Source: an optimization exercise on an open RTL-to-GDS flow (aim: small area, a short achievable clock period and few clock cycles). Production flows keep margins and buffers that such runs may drop.
The RTL was checked by simulation tests, not by an equivalence proof against the original design.

===== flow/config.mk =====
export PLATFORM = sky130hd
export DESIGN_NAME = periodic_wavelet_analysis
export DESIGN_NICKNAME = periodic_wavelet_analysis
export VERILOG_FILES = /design/flow/design.v
export SDC_FILE = /design/flow/constraint.sdc
export NUM_CORES = 4
export LEC_CHECK = 0
export CAP_MARGIN = 20
export CORE_MARGIN = 2
export CORE_UTILIZATION = 40
export SLEW_MARGIN = 20

===== flow/constraint.sdc =====
create_clock -name core_clock -period 10.0 [get_ports {i_clk}]
set_input_delay 2.0000 -clock core_clock [delete_from_list [all_inputs] [get_ports {i_clk}]]
set_output_delay 2.0000 -clock core_clock [all_outputs]
set_load 0.01 [all_outputs]

===== flow/design.v =====
package pwa_pkg;
    localparam int SAMPLE_WIDTH = 16;
    localparam int COEF_WIDTH   = 16;
    localparam int PROD_W       = SAMPLE_WIDTH + COEF_WIDTH;
    localparam int ACC_W        = 40;
    localparam int OUT_FRAC     = 15;
    localparam int OUT_W        = 20;
    localparam int OUT_IDX_W    = 6;
    localparam int COEF_IDX_W   = 5;
    localparam int FILL_W       = 8;
    localparam int TAPCNT_W     = 6;
    localparam int PHASE_W      = 6;
    localparam int LEN_W        = 3;
    localparam int CFG_DATA_W   = 6;
    localparam int CFG_IDX_W    = 2;
    localparam logic [CFG_IDX_W-1:0] CFG_TAP_COUNT    = 2'd0;
    localparam logic [CFG_IDX_W-1:0] CFG_PHASE_OFFSET = 2'd1;
    localparam logic [CFG_IDX_W-1:0] CFG_LENGTH_LOG2  = 2'd2;
    localparam logic [TAPCNT_W-1:0] TAPCNT_RST = 6'd4;
    localparam logic [PHASE_W-1:0]  PHASE_RST  = 6'd0;
    localparam logic [LEN_W-1:0]    LEN_RST    = 3'd7;
    localparam logic MODE_COEF   = 1'b0;
    localparam logic MODE_SAMPLE = 1'b1;
    localparam int SH = (SAMPLE_WIDTH - 1) + (COEF_WIDTH - 1) - OUT_FRAC;
    localparam int QW = ACC_W - SH;
    typedef enum logic [1:0] {
        ST_IDLE,
        ST_PAIR,
        ST_MAC,
        ST_DRAIN
    } t_pwa_state;
    typedef struct packed {
        logic in_ready;
        logic pair_init;
        logic mac_issue;
        logic finish;
    } t_pwa_cmd;
    typedef struct packed {
        logic vec_done;
        logic taps_zero;
        logic k_last;
        logic j_last;
        logic pipe_busy;
        logic out_free;
    } t_pwa_status;
    function automatic logic signed [OUT_W-1:0] round_sat(
        input logic signed [ACC_W-1:0] acc
    );
        logic signed [ACC_W-1:0] v;
        logic signed [QW-1:0]    q;
        logic signed [QW-1:0]    q_max;
        logic signed [QW-1:0]    q_min;
        q_max = QW'((2 ** (OUT_W - 1)) - 1);
        q_min = QW'(-(2 ** (OUT_W - 1)));
        v = acc + (ACC_W'(1) << (SH - 1));
        q = v[ACC_W-1:SH];
        if (q > q_max) begin
            round_sat = OUT_W'(q_max);
        end else if (q < q_min) begin
            round_sat = OUT_W'(q_min);
        end else begin
            round_sat = OUT_W'(q);
        end
    endfunction
endpackage
module pwa_ctrl (
    input  logic                 i_clk,
    input  logic                 i_rst_n,
    input  pwa_pkg::t_pwa_status i_status,
    output pwa_pkg::t_pwa_cmd    o_cmd
);
    pwa_pkg::t_pwa_state r_state, n_state;
    always_ff @(posedge i_clk) begin
        if (!i_rst_n) begin
            r_state <= pwa_pkg::ST_IDLE;
        end else begin
            r_state <= n_state;
        end
    end
    always_comb begin
        n_state = r_state;
        o_cmd   = '0;
        unique case (r_state)
            pwa_pkg::ST_IDLE: begin
                o_cmd.in_ready = 1'b1;
                if (i_status.vec_done) begin
                    n_state = pwa_pkg::ST_PAIR;
                end
            end
            pwa_pkg::ST_PAIR: begin
                o_cmd.pair_init = 1'b1;
                n_state = i_status.taps_zero ? pwa_pkg::ST_DRAIN : pwa_pkg::ST_MAC;
            end
            pwa_pkg::ST_MAC: begin
                o_cmd.mac_issue = 1'b1;
                if (i_status.k_last) begin
                    n_state = pwa_pkg::ST_DRAIN;
                end
            end
            pwa_pkg::ST_DRAIN: begin
                if (!i_status.pipe_busy && i_status.out_free) begin
                    o_cmd.finish = 1'b1;
                    n_state = i_status.j_last ? pwa_pkg::ST_IDLE : pwa_pkg::ST_PAIR;
                end
            end
            default: begin
                n_state = pwa_pkg::ST_IDLE;
            end
        endcase
    end
endmodule
module pwa_dp #(
    parameter int MAX_LEN  = 128,
    parameter int MAX_TAPS = 32
) (
    input  logic                             i_clk,
    input  logic                             i_rst_n,
    input  logic                                   i_in_valid,
    output logic                                   o_in_ready,
    input  logic                                   i_in_mode,
    input  logic [pwa_pkg::COEF_IDX_W-1:0]         i_in_coef_index,
    input  logic signed [pwa_pkg::COEF_WIDTH-1:0]  i_in_low_coef,
    input  logic signed [pwa_pkg::COEF_WIDTH-1:0]  i_in_high_coef,
    input  logic signed [pwa_pkg::SAMPLE_WIDTH-1:0] i_in_sample,
    output logic                                   o_out_valid,
    input  logic                                   i_out_ready,
    output logic signed [pwa_pkg::OUT_W-1:0]       o_out_low,
    output logic signed [pwa_pkg::OUT_W-1:0]       o_out_high,
    output logic [pwa_pkg::OUT_IDX_W-1:0]          o_out_index,
    output logic                                   o_out_last,
    input  logic                             i_cfg_we,
    input  logic [pwa_pkg::CFG_IDX_W-1:0]    i_cfg_index,
    input  logic [pwa_pkg::CFG_DATA_W-1:0]   i_cfg_data,
    input  pwa_pkg::t_pwa_cmd                i_cmd,
    output pwa_pkg::t_pwa_status             o_status
);
    localparam int SW  = pwa_pkg::SAMPLE_WIDTH;
    localparam int CW  = pwa_pkg::COEF_WIDTH;
    localparam int AW  = $clog2(MAX_LEN + 1) - 1;    
    localparam int TW  = (MAX_TAPS > 1) ? $clog2(MAX_TAPS) : 1;
    localparam int TCW = $clog2(MAX_TAPS + 1);
    localparam int FW  = pwa_pkg::FILL_W;
    logic [pwa_pkg::TAPCNT_W-1:0] r_tap_count;
    logic [pwa_pkg::PHASE_W-1:0]  r_phase;
    logic [pwa_pkg::LEN_W-1:0]    r_len_log2;
    always_ff @(posedge i_clk) begin
        if (!i_rst_n) begin
            r_tap_count <= pwa_pkg::TAPCNT_RST;
            r_phase     <= pwa_pkg::PHASE_RST;
            r_len_log2  <= pwa_pkg::LEN_RST;
        end else if (i_cfg_we) begin
            unique case (i_cfg_index)
                pwa_pkg::CFG_TAP_COUNT:    r_tap_count <= i_cfg_data;
                pwa_pkg::CFG_PHASE_OFFSET: r_phase     <= i_cfg_data;
                pwa_pkg::CFG_LENGTH_LOG2:  r_len_log2  <= i_cfg_data[pwa_pkg::LEN_W-1:0];
                default: ;
            endcase
        end
    end
    logic [pwa_pkg::LEN_W-1:0] lg1, eff_lg;
    logic [AW-1:0]             mask, half_m1;
    logic [FW-1:0]             len_n;
    logic [TCW-1:0]            taps_eff, taps_m1;
    always_comb begin
        lg1     = (r_len_log2 == '0) ? pwa_pkg::LEN_W'(1) : r_len_log2;
        eff_lg  = (lg1 > pwa_pkg::LEN_W'(AW)) ? pwa_pkg::LEN_W'(AW) : lg1;
        len_n   = FW'(1) << eff_lg;
        mask    = AW'(len_n - FW'(1));
        half_m1 = mask >> 1;
        taps_eff = ({1'b0, r_tap_count} > (pwa_pkg::TAPCNT_W + 1)'(MAX_TAPS))
                 ? TCW'(MAX_TAPS) : TCW'(r_tap_count);
        taps_m1 = taps_eff - TCW'(1);
    end
    logic          in_xfer, smp_we, tap_we, vec_done;
    logic [FW-1:0] r_fill, fill_next;
    logic [AW-1:0] smp_waddr;
    logic [TW-1:0] tap_waddr;
    assign o_in_ready = i_cmd.in_ready;
    assign in_xfer    = i_in_valid && o_in_ready;
    assign smp_we     = in_xfer && (i_in_mode == pwa_pkg::MODE_SAMPLE);
    assign tap_we     = in_xfer && (i_in_mode == pwa_pkg::MODE_COEF)
                     && (32'(i_in_coef_index) < MAX_TAPS);
    assign fill_next  = r_fill + FW'(1);
    assign vec_done   = smp_we && ((fill_next >= len_n) || (fill_next == '0));
    assign smp_waddr  = AW'(r_fill) & mask;
    assign tap_waddr  = TW'(i_in_coef_index);
    always_ff @(posedge i_clk) begin
        if (!i_rst_n) begin
            r_fill <= '0;
        end else if (smp_we) begin
            r_fill <= vec_done ? '0 : fill_next;
        end
    end
    logic [AW-1:0] r_j;
    logic [TW-1:0] r_k;
    logic [AW-1:0] smp_raddr;
    always_ff @(posedge i_clk) begin
        if (!i_rst_n) begin
            r_j <= '0;
            r_k <= '0;
        end else begin
            if (vec_done) begin
                r_j <= '0;
            end else if (i_cmd.finish) begin
                r_j <= r_j + AW'(1);
            end
            if (i_cmd.pair_init) begin
                r_k <= '0;
            end else if (i_cmd.mac_issue) begin
                r_k <= r_k + TW'(1);
            end
        end
    end
    assign smp_raddr = ((r_j << 1) + AW'(r_k) - AW'(r_phase)) & mask;
    logic signed [SW-1:0] r_smp_mem  [1 << AW];
    logic signed [CW-1:0] r_low_mem  [1 << TW];
    logic signed [CW-1:0] r_high_mem [1 << TW];
    logic signed [SW-1:0] r_smp_q;
    logic signed [CW-1:0] r_low_q, r_high_q;
    always_ff @(posedge i_clk) begin
        if (smp_we) begin
            r_smp_mem[smp_waddr] <= i_in_sample;
        end
        r_smp_q <= r_smp_mem[smp_raddr];
    end
    always_ff @(posedge i_clk) begin
        if (tap_we) begin
            r_low_mem[tap_waddr]  <= i_in_low_coef;
            r_high_mem[tap_waddr] <= i_in_high_coef;
        end
        r_low_q  <= r_low_mem[r_k];
        r_high_q <= r_high_mem[r_k];
    end
    logic                              r_v1, r_v2;
    logic signed [pwa_pkg::PROD_W-1:0] r_prod_l, r_prod_h;
    logic signed [pwa_pkg::ACC_W-1:0]  r_acc_l, r_acc_h;
    always_ff @(posedge i_clk) begin
        if (!i_rst_n) begin
            r_v1 <= 1'b0;
            r_v2 <= 1'b0;
        end else begin
            r_v1 <= i_cmd.mac_issue;
            r_v2 <= r_v1;
        end
    end
    always_ff @(posedge i_clk) begin
        r_prod_l <= r_low_q * r_smp_q;
        r_prod_h <= r_high_q * r_smp_q;
    end
    always_ff @(posedge i_clk) begin
        if (!i_rst_n || i_cmd.pair_init) begin
            r_acc_l <= '0;
            r_acc_h <= '0;
        end else if (r_v2) begin
            r_acc_l <= r_acc_l + pwa_pkg::ACC_W'(r_prod_l);
            r_acc_h <= r_acc_h + pwa_pkg::ACC_W'(r_prod_h);
        end
    end
    logic                                r_out_valid;
    logic signed [pwa_pkg::OUT_W-1:0]    r_low_out, r_high_out;
    logic [pwa_pkg::OUT_IDX_W-1:0]       r_out_index;
    logic                                r_last_out;
    logic                                out_free;
    assign out_free = !r_out_valid || i_out_ready;
    always_ff @(posedge i_clk) begin
        if (!i_rst_n) begin
            r_out_valid <= 1'b0;
        end else if (i_cmd.finish) begin
            r_out_valid <= 1'b1;
        end else if (i_out_ready) begin
            r_out_valid <= 1'b0;
        end
    end
    always_ff @(posedge i_clk) begin
        if (i_cmd.finish) begin
            r_low_out   <= pwa_pkg::round_sat(r_acc_l);
            r_high_out  <= pwa_pkg::round_sat(r_acc_h);
            r_out_index <= pwa_pkg::OUT_IDX_W'(r_j);
            r_last_out  <= (r_j == half_m1);
        end
    end
    assign o_out_valid = r_out_valid;
    assign o_out_low   = r_low_out;
    assign o_out_high  = r_high_out;
    assign o_out_index = r_out_index;
    assign o_out_last  = r_last_out;
    always_comb begin
        o_status.vec_done  = vec_done;
        o_status.taps_zero = (taps_eff == '0);
        o_status.k_last    = (TCW'(r_k) == taps_m1);
        o_status.j_last    = (r_j == half_m1);
        o_status.pipe_busy = r_v1 || r_v2;
        o_status.out_free  = out_free;
    end
endmodule
module periodic_wavelet_analysis #(
    parameter int MAX_LEN  = 128,
    parameter int MAX_TAPS = 32
) (
    input  logic                           i_clk,
    input  logic                           i_rst_n,
    input  logic                                   i_in_valid,
    output logic                                   o_in_ready,
    input  logic                                   i_in_mode,
    input  logic [pwa_pkg::COEF_IDX_W-1:0]         i_in_coef_index,
    input  logic signed [pwa_pkg::COEF_WIDTH-1:0]  i_in_low_coef,
    input  logic signed [pwa_pkg::COEF_WIDTH-1:0]  i_in_high_coef,
    input  logic signed [pwa_pkg::SAMPLE_WIDTH-1:0] i_in_sample,
    output logic                                   o_out_valid,
    input  logic                                   i_out_ready,
    output logic signed [pwa_pkg::OUT_W-1:0]       o_out_low,
    output logic signed [pwa_pkg::OUT_W-1:0]       o_out_high,
    output logic [pwa_pkg::OUT_IDX_W-1:0]          o_out_index,
    output logic                                   o_out_last,
    input  logic                           i_cfg_we,
    input  logic [pwa_pkg::CFG_IDX_W-1:0]  i_cfg_index,
    input  logic [pwa_pkg::CFG_DATA_W-1:0] i_cfg_data
);
    pwa_pkg::t_pwa_cmd    cmd;
    pwa_pkg::t_pwa_status status;
    pwa_ctrl u_ctrl (
        .i_clk    (i_clk),
        .i_rst_n  (i_rst_n),
        .i_status (status),
        .o_cmd    (cmd)
    );
    pwa_dp #(
        .MAX_LEN  (MAX_LEN),
        .MAX_TAPS (MAX_TAPS)
    ) u_dp (
        .i_clk       (i_clk),
        .i_rst_n     (i_rst_n),
        .i_in_valid      (i_in_valid),
        .o_in_ready      (o_in_ready),
        .i_in_mode       (i_in_mode),
        .i_in_coef_index (i_in_coef_index),
        .i_in_low_coef   (i_in_low_coef),
        .i_in_high_coef  (i_in_high_coef),
        .i_in_sample     (i_in_sample),
        .o_out_valid     (o_out_valid),
        .i_out_ready     (i_out_ready),
        .o_out_low       (o_out_low),
        .o_out_high      (o_out_high),
        .o_out_index     (o_out_index),
        .o_out_last      (o_out_last),
        .i_cfg_we    (i_cfg_we),
        .i_cfg_index (i_cfg_index),
        .i_cfg_data  (i_cfg_data),
        .i_cmd       (cmd),
        .o_status    (status)
    );
endmodule

===== flow/run.sh =====
#!/bin/bash
# synth_recipe.tcl (not shown) runs the flow's synth.tcl, then flattens the netlist and writes it again
# the make line also repeats each setting of config.mk as NAME=value (left out here)
make -C /OpenROAD-flow-scripts/flow DESIGN_CONFIG=/design/flow/config.mk WORK_HOME=/design/flow/orfs CLKGATE_MAP_FILE= SYNTH_SCRIPT=/design/flow/synth_recipe.tcl finish

==> summary.txt <==
state kept, by name, summed over array words and instances, names as in the netlist, 2 cells and up:
name,count
u_dp.r_len_log2,3
u_dp.r_smp_q,16
u_dp.r_phase,6
u_dp.r_high_mem,512
u_dp.r_tap_count,6
u_dp.r_prod_l,32
u_dp.r_low_q,16
u_dp.r_high_out,20
u_dp.r_acc_h,40
u_dp.r_k,5
u_dp.r_out_index,6
u_ctrl.r_state,2
u_dp.r_smp_mem,2048
u_dp.r_low_out,20
u_dp.r_fill,8
u_dp.r_prod_h,32
u_dp.r_acc_l,40
u_dp.r_low_mem,512
u_dp.r_high_q,16
u_dp.r_j,7
metrics by stage:
stage                     utilization
after CTS                      0.4510
after detailed placement       0.4222
after floorplan                     -
after global placement         0.4222
final                          0.4510
after global routing           0.4510
synthesized netlist by cell type, drive strengths merged (17+ instances only):
cell type	instances
edfxtp	3119
fa	531
and2	258
buf	102
a211o	18
mux4	838
a311oi	17
nor2b	31
o21a	21
xor2	74
dfxtp	232
nand2b	27
ha	270
a21o	73
o21bai	24
mux2i	172
nor2	350
a21oi	134
nand2	882
nor3	44
a31oi	30
nand4	18
clkbuf	320
inv	640
and3	57
o21ai	133
xnor2	134
nand3	236
placed cells by master (no fill, tap or decap), types with 57 or more instances in the layout:
master,netlist,routed
mux4_2,838,838
clkbuf_1,320,98
ha_1,270,269
and3_1,57,57
inv_1,640,639
a21oi_1,134,133
mux2i_1,172,172
buf_4,3,233
nor2_1,350,292
a21o_1,73,73
o21ai_0,132,132
fa_1,531,531
edfxtp_1,3119,3119
and2_1,258,257
dfxtp_1,232,225
xnor2_1,133,133
nand2_1,881,880
clkinv_1,2,69
clkdlybuf4s50_1,0,88
clkbuf_16,0,354
xor2_1,74,74
nand3_1,236,234
cells by family (layout without fill, tap and decap cells):
logic type / Yosys count / in the layout / synth area share
xor+xnor: 208 / 208 / 0.01213
simple gates: 1968 / 1968 / 0.05910
buf+inv: 1064 / 1621 / 0.02687
fa+ha+maj: 801 / 801 / 0.09233
mux: 1011 / 1011 / 0.1358
compound gates: 588 / 588 / 0.02580
flops: 3351 / 3351 / 0.6479
other cells: 2 / 15 / 0.00004950
metal layers:
metal | track usage | up-vias | part of all wire
met5 | 0 | - | 0.000034
met4 | 0.05732 | 2 | 0.030
met2 | 0.3223 | 2786 | 0.48
li1 | - | 34430 | -
met3 | 0.03061 | 569 | 0.068
met1 | 0.2797 | 43050 | 0.42
layout make-up:
class / instances / area, µm² / area share
Sequential cell: 3351 / 98320 / 0.5762
Multi-Input combinational cell: 4579 / 49750 / 0.2915
Clock buffer: 459 / 9323 / 0.05463
Tap cell: 5016 / 6276 / 0.03678
Timing Repair Buffer: 347 / 2950 / 0.01729
Inverter: 642 / 2415 / 0.01415
Clock inverter: 173 / 1584 / 0.009282
Antenna cell: 12 / 30.03 / 0.0001760
worst register-to-register path: stages, from the launching register on:
cell and delay, ns:
dfxtp_2 0.80, nand2_1 0.20, fa_1 0.54, fa_1 0.59, fa_1 0.45, fa_1 0.54, inv_1 0.06, fa_1 0.50
fa_1 0.41, ha_1 0.33, nand2_1 0.08, nor3_1 0.30, o21a_1 0.20, nand2_1 0.08, a211oi_2 0.44, a211oi_1 0.22
o41ai_2 0.61, mux2i_1 0.14, a2111oi_0 0.41
how the worst max path moves through the flow:
stage	to	slack, ns	depth (start not counted)
floorplan	u_dp.r_prod_h[30]	3.87	21
global placement	u_dp.r_prod_l[30]	2.65	18
detailed placement	u_dp.r_prod_l[30]	2.76	19
CTS	u_dp.r_prod_l[30]	2.76	19
global route	u_dp.r_prod_l[30]	2.49	18
finish	u_dp.r_prod_l[30]	2.98	18
==> results_dict.tcl <==
set metrics [dict create \
    outcome "timing/DRC/antenna clean" \
    die_x_um 619.9 \
    synthTopCellsByArea "edfxtp_1, mux4_2, fa_1" \
    dr.pass1.iters 6 \
    postCtsHoldBufs 0 \
    gp_congestion 0.8288 \
    portBuffers 115 \
    cts_max_level 5 \
    hold_start "u_dp.r_v1" \
    max_slew_margin 0.1980 \
    required_ns 10.82 \
    clockBufferDepth 4 \
    syn2layout_area_growth_pct 12.47 \
    path_buf_inv 1 \
    cp-end-kind "register" \
    fp.coreArea_um2 378300 \
    clk_latency_ns 0.94 \
    grt_antenna_before_repair 23 \
    post-route-period-util 0.7018 \
    num_vias 80840 \
    synth_edf_count 3119 \
    setup_violations 0 \
    fp-row-count 226 \
    slowest_stage "dfxtp_2" \
    cpMostUsedCell "fa_1" \
    grt_start_max_net_pins 143 \
    ant_nets 0 \
    yosysSeqAreaShare 0.6479 \
    die_y_um 619.9 \
    grt_pass1_wl_mm 565.6 \
    cts_buffers 350 \
    cp_max_fo 32 \
    cts-root-buf "clkbuf_16" \
    cts-resized-gates 0 \
    viasPerCell 5.545 \
    yosys.area.top_type "edfxtp_1" \
    ff2ff_setup_slack_ns 2.98 \
    crit_type "reg -> reg" \
    ys_types 84 \
    initial_core_util 0.4010 \
    post-place-ws_ns 2.759 \
    ys_seq_elements 3351 \
    wl_per_cell_um 26.34 \
    mappedNetlistArea_um2 151700 \
    dpl.hpwl_mm 231.7 \
    holdPathStages 1 \
    finalCriticalPeriod_ns 7.018 \
    timing.max_cap.violations 0 \
    timing.rr.start "u_dp.r_smp_q[1]" \
    drive_gt1_frac 0.1749 \
    finalNetCount 10140 \
    worst_slew_pin_slew_ns 1.198 \
    grt_use_total 0.1991 \
    async_flop_share 0 \
    cp.arrival_ns 7.84 \
    synth_flop_cell "edfxtp_1" \
    placed_cells 13930 \
    io_pins 116 \
    yosysTopAreaCellShare 0.6173 \
    crit_path_start "u_dp.r_smp_q[1]" \
    worstSetupStartpointType "register" \
    grt_pass1_vias 83840 \
    drc_errors 0 \
    place_area_um2 159700 \
    critical_path.top_delay_family "adder cells" \
    r2r_end "u_dp.r_prod_l[30]" \
    final_area_um2 170700 \
    syn_avg_cell_area_um2 16.87 \
    path_cells "nand2_1 > fa_1 > fa_1 > fa_1 > fa_1 > inv_1 > fa_1 > fa_1 > ha_1 > nand2_1 > nor3_1 > o21a_1 > nand2_1 > a211oi_2 > a211oi_1 > o41ai_2 > mux2i_1 > a2111oi_0" \
    drt_wl_total_mm 384.0 \
    post_cts_buffers 0 \
    layout_setup_ws_ns 2.982 \
    setup_tns_ns 0 \
    holdWs_ns 0.4460 \
    clk_pin_slew_ns 0.07 \
    fmax_ghz 0.1425 \
    n_fill_cell 32620 \
    cts_tree "done" \
    hold_end "u_dp.r_v2" \
    hold_path_class "reg -> reg" \
    rsz0062_at_grt "no" \
    yosysWarnings 2 \
    hold_violations 0 \
    dieArea_um2 384300 \
    final_cells 14580 \
    cts.sink_count 3351 \
    overflow 0 \
    drt_iter0_markers 8205 \
    syn_inst 8993 \
    maxSlewViolCount 0 \
    critPathMaxStageDelay_ns 0.80 \
    clock-skew-final_ns 0.04584 \
    reg2regPathDepth 18 \
]
Testbench counts, summed over its fixed seeds: cycles 89,200.

separate check: timing with driven ports:
How much do the figures lean on ideal ports? The routed layout below was timed once more, with nothing changed but the port constraints. Step 1: set_driving_cell puts a clkbuf_16 on i_clk and a buf_2 on each other input, an assumption about the parent block. Step 2 also shifts input and output timing later by t, the mid clock arrival at the registers, as if the neighbouring blocks saw the same clock. a / b / c = no drivers / after step 1 / after step 2; a / b = the first two.
shift t [ns]: 1.021
setup slack, ns: 2.982 / 2.982 / 2.982
worst hold slack (ns): 0.446 / 0.446 / 0.446
worst slew at a driven data input, ns: 0.16
pins driven straight from the clock port: 1
After both steps this run still meets setup and hold. For this run, drivers alone change the setup slack by 0.000 ns; drivers and shift together by 0.000 ns.
